Context: an optimization exercise on an open-source flow, tuned for small area, a short achievable clock period and few clock cycles. The choices shown serve that exercise and are no tape-out recipe.
The RTL of this run was laid out without a check of its function.
Power and IR drop assume default switching activity.

`run.sh`:
```
#!/bin/bash
# synth_recipe.tcl (not shown) runs the flow's synth.tcl, then flattens the netlist and writes it again
# the make line also repeats each setting of config.mk as NAME=value (left out here)
make -C /OpenROAD-flow-scripts/flow DESIGN_CONFIG=/design/flow/config.mk WORK_HOME=/design/flow/orfs CLKGATE_MAP_FILE= SYNTH_SCRIPT=/design/flow/synth_recipe.tcl finish
```
`config.mk`:
```
export PLATFORM = sky130hd
export DESIGN_NAME = jpeg_huffman_decoder_core
export DESIGN_NICKNAME = jpeg_huffman_decoder_core
export VERILOG_FILES = /design/flow/design.v
export SDC_FILE = /design/flow/constraint.sdc
export NUM_CORES = 4
export LEC_CHECK = 0
export CAP_MARGIN = 20
export CORE_MARGIN = 2
export CORE_UTILIZATION = 35
export CTS_CLUSTER_DIAMETER = 70
export CTS_CLUSTER_SIZE = 24
export PLACE_DENSITY = 0.6
export SETUP_SLACK_MARGIN = 4.0
export SLEW_MARGIN = 20
```
`constraint.sdc`:
```
create_clock -name core_clock -period 7.0 [get_ports {clk}]
set_input_delay 1.4000 -clock core_clock [delete_from_list [all_inputs] [get_ports {clk}]]
set_output_delay 1.4000 -clock core_clock [all_outputs]
set_load 0.01 [all_outputs]
```
`design.v`:
```
package jhd_pkg;
  localparam int NUM_LENGTHS = 16;
  localparam int MAX_SYMBOLS = 256;
  localparam int NRING = 8;
  localparam int RLEN  = 32;
  localparam logic [1:0] OP_CLEAR = 2'd0;
  localparam logic [1:0] OP_BYTE  = 2'd1;
  localparam logic [1:0] OP_BIT   = 2'd2;
  localparam logic [2:0] ST_SYMBOL     = 3'd0;
  localparam logic [2:0] ST_TABLE_DONE = 3'd1;
  localparam logic [2:0] ST_BAD_CODE   = 3'd2;
  localparam logic [2:0] ST_OVERFLOW   = 3'd3;
  localparam logic [2:0] ST_NOT_LOADED = 3'd4;
endpackage
module jhd_front (
  input  logic        clk,
  input  logic        rst_n,
  input  logic        in_valid,
  output logic        in_stall,
  input  logic [10:0] in_data,
  output logic        h_valid,
  output logic [10:0] h_cmd,
  input  logic        h_pop
);
  logic       hv_r, sv_r;
  logic [10:0] h_r, s_r;
  logic [10:0] cmd;
  logic       push;
  logic       h_free;
  always_comb begin
    cmd[10]  = (in_data[10:9] == jhd_pkg::OP_BIT);
    cmd[9]   = (in_data[10:9] == jhd_pkg::OP_BYTE);
    cmd[8]   = (in_data[10:9] == jhd_pkg::OP_CLEAR);
    cmd[7:0] = cmd[10] ? {7'd0, in_data[0]} : in_data[8:1];
  end
  assign in_stall = sv_r;
  assign push     = in_valid && !sv_r && (in_data[10:9] != 2'd3);
  assign h_free   = !hv_r || h_pop;
  assign h_valid  = hv_r;
  assign h_cmd    = h_r;
  always_ff @(posedge clk) begin
    if (!rst_n) begin
      hv_r <= 1'b0;
      sv_r <= 1'b0;
    end else begin
      if (h_free) begin
        hv_r <= sv_r || push;
        sv_r <= 1'b0;
      end else if (push) begin
        sv_r <= 1'b1;
      end
    end
  end
  always_ff @(posedge clk) begin
    if (h_free) begin
      h_r <= sv_r ? s_r : cmd;
    end
    if (!sv_r) begin
      s_r <= cmd;
    end
  end
endmodule
module jhd_back (
  input  logic        clk,
  input  logic        rst_n,
  input  logic        h_valid,
  input  logic [10:0] h_cmd,
  output logic        h_pop,
  output logic        out_valid,
  input  logic        out_stall,
  output logic [24:0] out_data
);
  localparam int NR = jhd_pkg::NRING;
  localparam int RL = jhd_pkg::RLEN;
  logic        lcnt_r, lsym_r, ready_r;    
  logic [7:0]  idx_r;                      
  logic [9:0]  room_r;                     
  logic [9:0]  total_r;                    
  logic        over_r;
  logic [4:0]  rot_r;                      
  logic [3:0]  crot_r;                     
  logic [3:0]  nx_r;                       
  logic [8:0]  x_r;                        
  logic [8:0]  offs_r;                     
  logic [3:0]  len_r;
  logic [7:0]  ccur_r;                     
  logic [7:0]  c0_r;                       
  logic          wc_r;
  logic [NR-1:0] ws_r;
  logic [7:0]    wdata_r;
  logic        av_r, ov_r;
  logic [2:0]  ast_r, ost_r;
  logic [8:0]  aval_r;
  logic        asym_r;
  logic [RL-1:0] aj_r;                     
  logic [NR-1:0] aring_r;                  
  logic [7:0]  osym_r;
  logic [4:0]  olen_r;
  logic [8:0]  obytes_r;
  logic [NR-1:0][7:0] cand;
  logic [7:0]         sym;
  logic [16*8-1:0]    crg;
  logic [7:0]         cnx;
  logic [15:0]   nx_oh;
  always_comb begin
    nx_oh = '0;
    nx_oh[nx_r] = 1'b1;
    sym = '0;
    for (int r = 0; r < NR; r++) sym = sym | (cand[r] & {8{aring_r[r]}});
  end
  for (genvar r = 0; r < NR; r++) begin : g_ring
    logic [RL*8-1:0] rg;
    always_ff @(posedge clk) begin
      rg <= {rg[RL*8-9:0], ws_r[r] ? wdata_r : rg[RL*8-1 -: 8]};
    end
    for (genvar b = 0; b < 8; b++) begin : g_bit
      logic [RL-1:0] col;
      for (genvar j = 0; j < RL; j++) begin : g_e
        assign col[j] = rg[j*8+b];
      end
      assign cand[r][b] = |(col & aj_r);
    end
  end
  always_ff @(posedge clk) begin
    crg <= {crg[16*8-9:0], wc_r ? wdata_r : crg[16*8-1 -: 8]};
  end
  for (genvar b = 0; b < 8; b++) begin : g_cbit
    logic [15:0] col;
    for (genvar j = 0; j < 16; j++) begin : g_e
      assign col[j] = crg[j*8+b];
    end
    assign cnx[b] = |(col & nx_oh);
  end
  logic        k_clear, k_byte, k_bit;
  logic [7:0]  d;
  logic        advance;
  logic        go;
  logic        fire;
  logic        is_cnt, is_sym;
  logic [8:0]  rem;
  logic [9:0]  total_add;
  logic        over_now;
  logic        b;
  logic [9:0]  sub0, sub1;
  logic        hit;
  logic [8:0]  xd;
  logic [7:0]  s0, s1;
  logic [4:0]  q;
  logic [RL-1:0] q_oh, aj_oh;
  logic [NR-1:0] r0_oh, r1_oh, ring_oh;
  logic [9:0]  tleft;
  logic        big_now;
  assign k_bit   = h_cmd[10];
  assign k_byte  = h_cmd[9];
  assign k_clear = h_cmd[8];
  assign d       = h_cmd[7:0];
  assign advance = !(ov_r && out_stall);
  always_comb begin
    is_cnt = k_byte && lcnt_r;
    is_sym = k_byte && lsym_r;
    go = 1'b1;
    if (is_cnt) go = (idx_r[3:0] == 4'd0) || (crot_r == idx_r[3:0]);
    if (is_sym) go = (idx_r == 8'd0) || (rot_r == idx_r[4:0]);
  end
  assign fire  = h_valid && advance && go;
  assign h_pop = fire;
  always_comb begin
    rem       = room_r[8:0] - {1'b0, d};
    over_now  = over_r || (!room_r[9] && ({1'b0, d} > room_r[8:0]));
    tleft     = 10'(jhd_pkg::MAX_SYMBOLS) - {1'b0, total_r[8:0]};
    big_now   = total_r[9] || ({2'd0, d} > tleft);
    total_add = {big_now, total_r[8:0] + {1'b0, d}};
    b         = d[0];
    sub0      = {1'b0, x_r[7:0], 1'b0} - {2'd0, ccur_r};
    sub1      = {1'b0, x_r[7:0], 1'b1} - {2'd0, ccur_r};
    hit       = !x_r[8] && (b ? sub1[9] : sub0[9]);
    xd        = b ? sub1[8:0] : sub0[8:0];
    s0        = offs_r[7:0] + {x_r[6:0], 1'b0};
    s1        = s0 + 8'd1;
    q         = rot_r - 5'd1 - s0[4:0];
    q_oh      = '0;
    q_oh[q]   = 1'b1;
    aj_oh     = b ? {q_oh[0], q_oh[RL-1:1]} : q_oh;
    r0_oh     = '0;
    r0_oh[s0[7:5]] = 1'b1;
    r1_oh     = '0;
    r1_oh[s1[7:5]] = 1'b1;
    ring_oh   = b ? r1_oh : r0_oh;
  end
  logic        res_v;
  logic [2:0]  res_st;
  logic [8:0]  res_val;
  logic        res_sym;
  logic        dec_reset, dec_inc, cnt0;
  always_comb begin
    res_v     = 1'b0;
    res_st    = jhd_pkg::ST_NOT_LOADED;
    res_val   = 9'd0;
    res_sym   = 1'b0;
    dec_reset = 1'b0;
    dec_inc   = 1'b0;
    cnt0      = 1'b0;
    if (fire) begin
      if (k_clear) dec_reset = 1'b1;
      if (k_byte) begin
          if (is_cnt) begin
            cnt0 = (idx_r[3:0] == 4'd0);
            if (idx_r[3:0] == 4'd15) begin
              if (over_now || total_add[9]) begin
                res_v   = 1'b1;
                res_st  = jhd_pkg::ST_OVERFLOW;
                res_val = 9'd16;
              end else if (total_r == 10'd0 && d == 8'd0) begin
                res_v   = 1'b1;
                res_st  = jhd_pkg::ST_TABLE_DONE;
                res_val = 9'd16;
              end
            end
          end else if (is_sym) begin
            if ({1'b0, idx_r} + 9'd1 == total_r[8:0]) begin
              res_v   = 1'b1;
              res_st  = jhd_pkg::ST_TABLE_DONE;
              res_val = total_r[8:0] + 9'd16;
            end
          end
      end
      if (k_bit) begin
          res_v = 1'b1;
          if (!ready_r) begin
            res_st = jhd_pkg::ST_NOT_LOADED;
          end else if (hit) begin
            res_st    = jhd_pkg::ST_SYMBOL;
            res_val   = {5'd0, len_r} + 9'd1;
            res_sym   = 1'b1;
            dec_reset = 1'b1;
          end else if (len_r == 4'd15) begin
            res_st    = jhd_pkg::ST_BAD_CODE;
            res_val   = 9'd16;
            dec_reset = 1'b1;
          end else begin
            res_v   = 1'b0;
            dec_inc = 1'b1;
          end
      end
    end
  end
  always_ff @(posedge clk) begin
    if (!rst_n) begin
      lcnt_r   <= 1'b1;
      lsym_r   <= 1'b0;
      ready_r  <= 1'b0;
      idx_r    <= 8'd0;
      room_r   <= 10'd2;
      total_r  <= 10'd0;
      over_r   <= 1'b0;
      x_r      <= 9'd0;
      offs_r   <= 9'd0;
      len_r    <= 4'd0;
      wc_r     <= 1'b0;
      ws_r     <= '0;
    end else begin
      wc_r <= fire && is_cnt;
      ws_r <= '0;
      if (fire && is_sym) ws_r[idx_r[7:5]] <= 1'b1;
      if (fire && k_clear) begin
        lcnt_r   <= 1'b1;
        lsym_r   <= 1'b0;
        ready_r  <= 1'b0;
        idx_r    <= 8'd0;
        room_r   <= 10'd2;
        total_r  <= 10'd0;
        over_r   <= 1'b0;
      end
      if (fire && is_cnt) begin
        if (!room_r[9]) room_r <= {rem, 1'b0};
        total_r <= total_add;
        over_r  <= over_now;
        idx_r   <= {4'd0, idx_r[3:0] + 4'd1};
        if (idx_r[3:0] == 4'd15) begin
          lcnt_r <= 1'b0;
          if (!over_now && !total_add[9]) begin
            if (total_r == 10'd0 && d == 8'd0) ready_r <= 1'b1;
            else                    lsym_r  <= 1'b1;
          end
        end
      end
      if (fire && is_sym) begin
        idx_r <= idx_r + 8'd1;
        if ({1'b0, idx_r} + 9'd1 == total_r[8:0]) begin
          lsym_r  <= 1'b0;
          ready_r <= 1'b1;
        end
      end
      if (dec_reset) begin
        x_r    <= 9'd0;
        offs_r <= 9'd0;
        len_r  <= 4'd0;
      end else if (dec_inc) begin
        x_r    <= {x_r[8] | xd[8], xd[7:0]};
        offs_r <= offs_r + {1'b0, ccur_r};
        len_r  <= len_r + 4'd1;
      end
    end
  end
  always_ff @(posedge clk) begin
    wdata_r <= d;
    crot_r  <= crot_r + 4'd1;
    rot_r   <= rot_r + 5'd1;
    if (fire && is_sym && idx_r == 8'd0) rot_r <= 5'd1;
    if (cnt0) begin
      crot_r <= 4'd1;
      nx_r   <= 4'd14;
      c0_r   <= d;
      ccur_r <= d;
    end else if (dec_reset) begin
      nx_r   <= crot_r - 4'd2;
      ccur_r <= c0_r;
    end else if (dec_inc) begin
      ccur_r <= cnx;
    end else begin
      nx_r   <= nx_r + 4'd1;
    end
  end
  always_ff @(posedge clk) begin
    if (!rst_n) begin
      av_r <= 1'b0;
      ov_r <= 1'b0;
    end else if (advance) begin
      av_r <= res_v;
      ov_r <= av_r;
    end
  end
  always_ff @(posedge clk) begin
    if (advance) begin
      ast_r    <= res_st;
      aval_r   <= res_val;
      asym_r   <= res_sym;
      aj_r     <= aj_oh;
      aring_r  <= ring_oh;
      ost_r    <= ast_r;
      osym_r   <= asym_r ? sym : 8'd0;
      olen_r   <= (ast_r == jhd_pkg::ST_SYMBOL || ast_r == jhd_pkg::ST_BAD_CODE) ? aval_r[4:0] : 5'd0;
      obytes_r <= (ast_r == jhd_pkg::ST_TABLE_DONE || ast_r == jhd_pkg::ST_OVERFLOW) ? aval_r : 9'd0;
    end else begin
      aj_r     <= {aj_r[RL-2:0], aj_r[RL-1]};
    end
  end
  assign out_valid = ov_r;
  assign out_data  = {ost_r, osym_r, olen_r, obytes_r};
endmodule
module jpeg_huffman_decoder_core (
  input  logic          clk,
  input  logic          rst_n,
  input  logic          in_valid,
  output logic          in_stall,
  input  logic [10:0]   in_data,
  output logic          out_valid,
  input  logic          out_stall,
  output logic [24:0]   out_data
);
  logic       h_valid;
  logic [10:0] h_cmd;
  logic       h_pop;
  jhd_front u_front (
    .clk      (clk),
    .rst_n    (rst_n),
    .in_valid (in_valid),
    .in_stall (in_stall),
    .in_data  (in_data),
    .h_valid  (h_valid),
    .h_cmd    (h_cmd),
    .h_pop    (h_pop)
  );
  jhd_back u_back (
    .clk       (clk),
    .rst_n     (rst_n),
    .h_valid   (h_valid),
    .h_cmd     (h_cmd),
    .h_pop     (h_pop),
    .out_valid (out_valid),
    .out_stall (out_stall),
    .out_data  (out_data)
  );
endmodule
```
==> results.yml <==
sta:
  slew_violations: 0
  fmax_ghz: 0.3045
  min_period_ns: 3.285
  hold_viol: 0
  postLayoutSetupSlackWorst_ns: 3.715
  worst_slew_pin_slew_ns: 1.257
  rsz0062_at_grt: "yes"
  slew_headroom_pct: 16.08
  timing.final.crit_share_pct: 46.92
  setup_viol: 0
  finalSetupTns_ns: 0
  hold_slack_ns: 0.2961
  fin_skew_ns: 0.08928
worst_hold_path:
  hold_depth: 0
  whs_endpoint: "u_back.g_ring[3].rg[78]$_DFF_P_"
  hp-class: "reg -> reg"
  worstHoldStart: "u_back.g_ring[3].rg[70]$_DFF_P_"
final_layout:
  fin_nets: 5249
  area_delta_synth_final_pct: 12.06
  ff_latch_area_sq_um: 48520
  fin_util_pct: 39.42
  diodes: 0
  drive_gt1_share_pct: 11.04
  stdcell_area_sq_um: 75750
  multi_input_area_sq_um: 18650
  fill_cells: 18050
setup_path:
  r2r_slack_ns: 3.72
  reg2reg_depth: 14
  critPathArrivalTime_ns: 3.79
  startpoint: "u_back.x_r[0]$_SDFFE_PP0P_"
  cp.required_ns: 7.51
  crit_fanout: 4
  timing.rr.start: "u_back.x_r[0]$_SDFFE_PP0P_"
  critical_path_class: "reg -> reg"
  crit_path_start_kind: "flip-flop"
  cp-end-kind: "flip-flop"
  r2r-end: "u_back.aring_r[5]$_DFFE_PN_"
routing:
  dr_wl_met3_um: 15170
  drt_wl_total_um: 207200
  drtIter0Drc: 4715
  antenna_left: 0
  drtPass1Iterations: 8
  dr.max_layer_used: "met5"
  wl_met2_um: 93450
  drc: 0
  vias: 43560
  wl_per_cell_um: 26.85
  viasPerCell: 5.645
  wl_met1_um: 91610
global_routing:
  grt_pass1_vias: 43490
  antenna_found_initial: 8
  overflow: 0
  grt_max_degree: 57
  grt_use_total_pct: 20.22
  grt_pass1_wl_um: 298200
yosys:
  synth_cell_types: 94
  synth-seq-cells: 2379
  synth-async-reset-ratio_pct: 0
  synth_flop_cell: "dfxtp_1"
  yosysSeqAreaShare_pct: 71.54
  synth_warnings: 2
  synth_edf_count: 73
  avgSynthCellArea_sq_um: 13.12
  syn-cell-area_sq_um: 67600
  syn-instance-count: 5154
  synth_nets: 5249
clock_network:
  ctsHoldBuffers: 0
  cts_inserted_buffers: 116
  root_buffer: "clkbuf_16"
  insertion_delay_ns: 0.81
  clock_sinks: 2379
  clockBufferDepth: 3
  clk_pin_slew_worst_paths_ns: 0.09
  cts_tree: "done"
  htreeDepth: 3
placement:
  detailed_place_hpwl_um: 114800
  io_buffers: 41
  post_dp_cell_area_sq_um: 70690
  gp_congestion: 0.8391
  dp_worst_setup_slack_ns: 1.541
floorplan:
  io_pins: 42
  row_count: 161
  die-height_um: 443.5
  initial_core_util_pct: 35.17
  die_area_sq_um: 196700
  core_sq_um: 192200
  die_w_um: 443.5
pwr:
  switching_power_mw: 5.390
  pwr-share-clk_pct: 33.3
  p_int_mw: 17.30
  combPwrFrac_pct: 5.5
  p_sw_share_pct: 23.75
  sequentialPowerShare_pct: 61.2
  p_per_area_nw_per_um2: 299.6
  peakVddDrop_mv: 0.2667
  p_leak_nw: 28.05
run:
  cap_viol_max_count: 0
status:
  status: "finished clean"
-- power groups by stage --
stage | clock, mW | combinational [mW] | sequential, mW
2_1_floorplan | 0 | 0.761 | 14.1
3_3_place_gp | 0 | 1.05 | 14.2
3_5_place_dp | 0 | 1.05 | 14.2
4_1_cts | 7.64 | 1.13 | 13.9
5_1_grt | 8.13 | 1.34 | 13.9
6_report | 7.56 | 1.25 | 13.9
-- cell type report --
class	count	share of cell area, %
inverters	62	0.3436
flip-flops and latches	2379	64.05
well taps	2526	4.172
multi-input cells	2409	24.62
clock inverters	22	0.5649
repair inverters	1	0.006607
clock buffers	132	3.966
repair buffers	185	2.271
-- cell usage after synthesis, types with 51 or more instances --
library cell,n,area (sq um)
dfxtp_1,2306,46160
nand3_1,171,855.8
a22o_1,161,1410
a22oi_1,788,5916
xnor2_1,51,446.7
nand2_1,118,442.9
inv_1,60,225.2
o21ai_0,55,275.3
clkbuf_1,197,739.5
mux2_2,73,822.0
o41ai_1,69,604.3
ha_1,73,913.4
edfxtp_1,73,2192
buf_1,84,315.3
nand4_1,155,969.7
nor2_1,110,412.9
a221oi_1,149,1305
-- stage by stage --
stage	std cells	power, mW
2_1_floorplan	5154	14.84
3_3_place_gp	7485	15.24
3_5_place_dp	7485	15.25
4_1_cts	7693	22.66
5_1_grt	7716	23.36
6_report	7716	22.69
-- state kept, by name, summed over array words and instances (netlist names), 9 cells and up --
name and flops:
u_back.x_r 9, u_back.aj_r 32, u_back.obytes_r 9, u_back.total_r 10
u_back.g_ring.rg 2048, u_back.crg 128, u_back.room_r 10, u_front.s_r 11
u_front.h_r 11, u_back.aval_r 9
-- cells in the final DEF (no fill, tap or decap), types with 16 or more instances in the layout --
| master | count |
|---|---|
| dfxtp_1 | 2257 |
| a22oi_1 | 788 |
| nand3_1 | 168 |
| a22o_1 | 161 |
| nand4_1 | 155 |
| a221oi_1 | 149 |
| clkbuf_16 | 118 |
| nand2_1 | 109 |
| buf_4 | 103 |
| nor2_1 | 97 |
| mux2_2 | 73 |
| edfxtp_1 | 73 |
| ha_1 | 65 |
| inv_1 | 53 |
| o41ai_1 | 50 |
| o21ai_0 | 46 |
| xnor2_1 | 44 |
| a21oi_1 | 41 |
| dfxtp_4 | 41 |
| xor2_1 | 32 |
| mux2i_1 | 28 |
| and2_1 | 27 |
| buf_6 | 26 |
| nor2b_1 | 25 |
| dlygate4sd2_1 | 19 |
| o21a_1 | 16 |
-- worst max-delay path by stage --
stage / endpoint / cells past startpoint
detailed placement: u_back.ccur_r[4]$_DFFE_PP_ / 9
finish: u_back.aring_r[5]$_DFFE_PN_ / 14
global placement: u_back.ccur_r[4]$_DFFE_PP_ / 9
CTS: u_back.aring_r[5]$_DFFE_PN_ / 12
global route: u_back.aring_r[6]$_DFFE_PN_ / 14
floorplan: u_back.aring_r[6]$_DFFE_PN_ / 15
-- cells by family after synthesis --
family	count (synthesis)	share of synthesized area (%)
compound gates	1437	16.47
fa+ha+maj	80	1.559
mux	103	1.681
flops	2379	71.54
buf+inv	369	2.164
simple gates	698	5.416
xor+xnor	88	1.174
-- worst max-delay path, stage by stage (launching register included) --
cell and delay, ns:
dfxtp_4 0.36, ha_4 0.16, inv_2 0.05, fa_2 0.46, nor4_4 0.26, inv_2 0.09, nor2_4 0.10, nand2_2 0.07
xnor2_2 0.13, ha_2 0.19, or4_4 0.42, a31oi_4 0.20, xor2_2 0.27, buf_4 0.18, nor3_2 0.03
-- metal layers --
layer / GRT usage (%) / vias up
li1: - / 19170
met1: 28.00 / 22120
met2: 32.18 / 1901
met3: 3.325 / 372
met4: 6.458 / 2
met5: 0 / -
-- timing repair --
| action | 4_1_cts | 5_1_grt |
|---|---|---|
| pin swaps | 47 | 42 |
| endpoints found under the setup margin | 200 | 106 |
| setup buffers | 50 | 20 |
| gates cloned | 4 | 2 |
| gates resized for setup | 182 | 91 |

-- re-timing with driven ports --
Ports are ideal in the flow. The routed layout listed here was re-timed in OpenROAD. Step 1: set_driving_cell puts a clkbuf_16 on clk and a buf_2 on each other input, an assumption about the parent block. Step 2 times the ports against the registers' clock, not the clock port: input delays grow and output delays shrink by t, the midpoint of the rising clock arrivals with the driver on. Three values: ideal, step 1, step 2; two values: the first two.
t (ns): 0.859
slack for setup (ns): 3.715 / 3.715 / 3.434
hold slack, ns: 0.296 / 0.296 / 0.296
worst data-port slew with drivers (ns): 0.05
After both steps this run still meets setup and hold. The setup slack of this run moves by 0.000 ns with the drivers and by -0.281 ns with both steps.
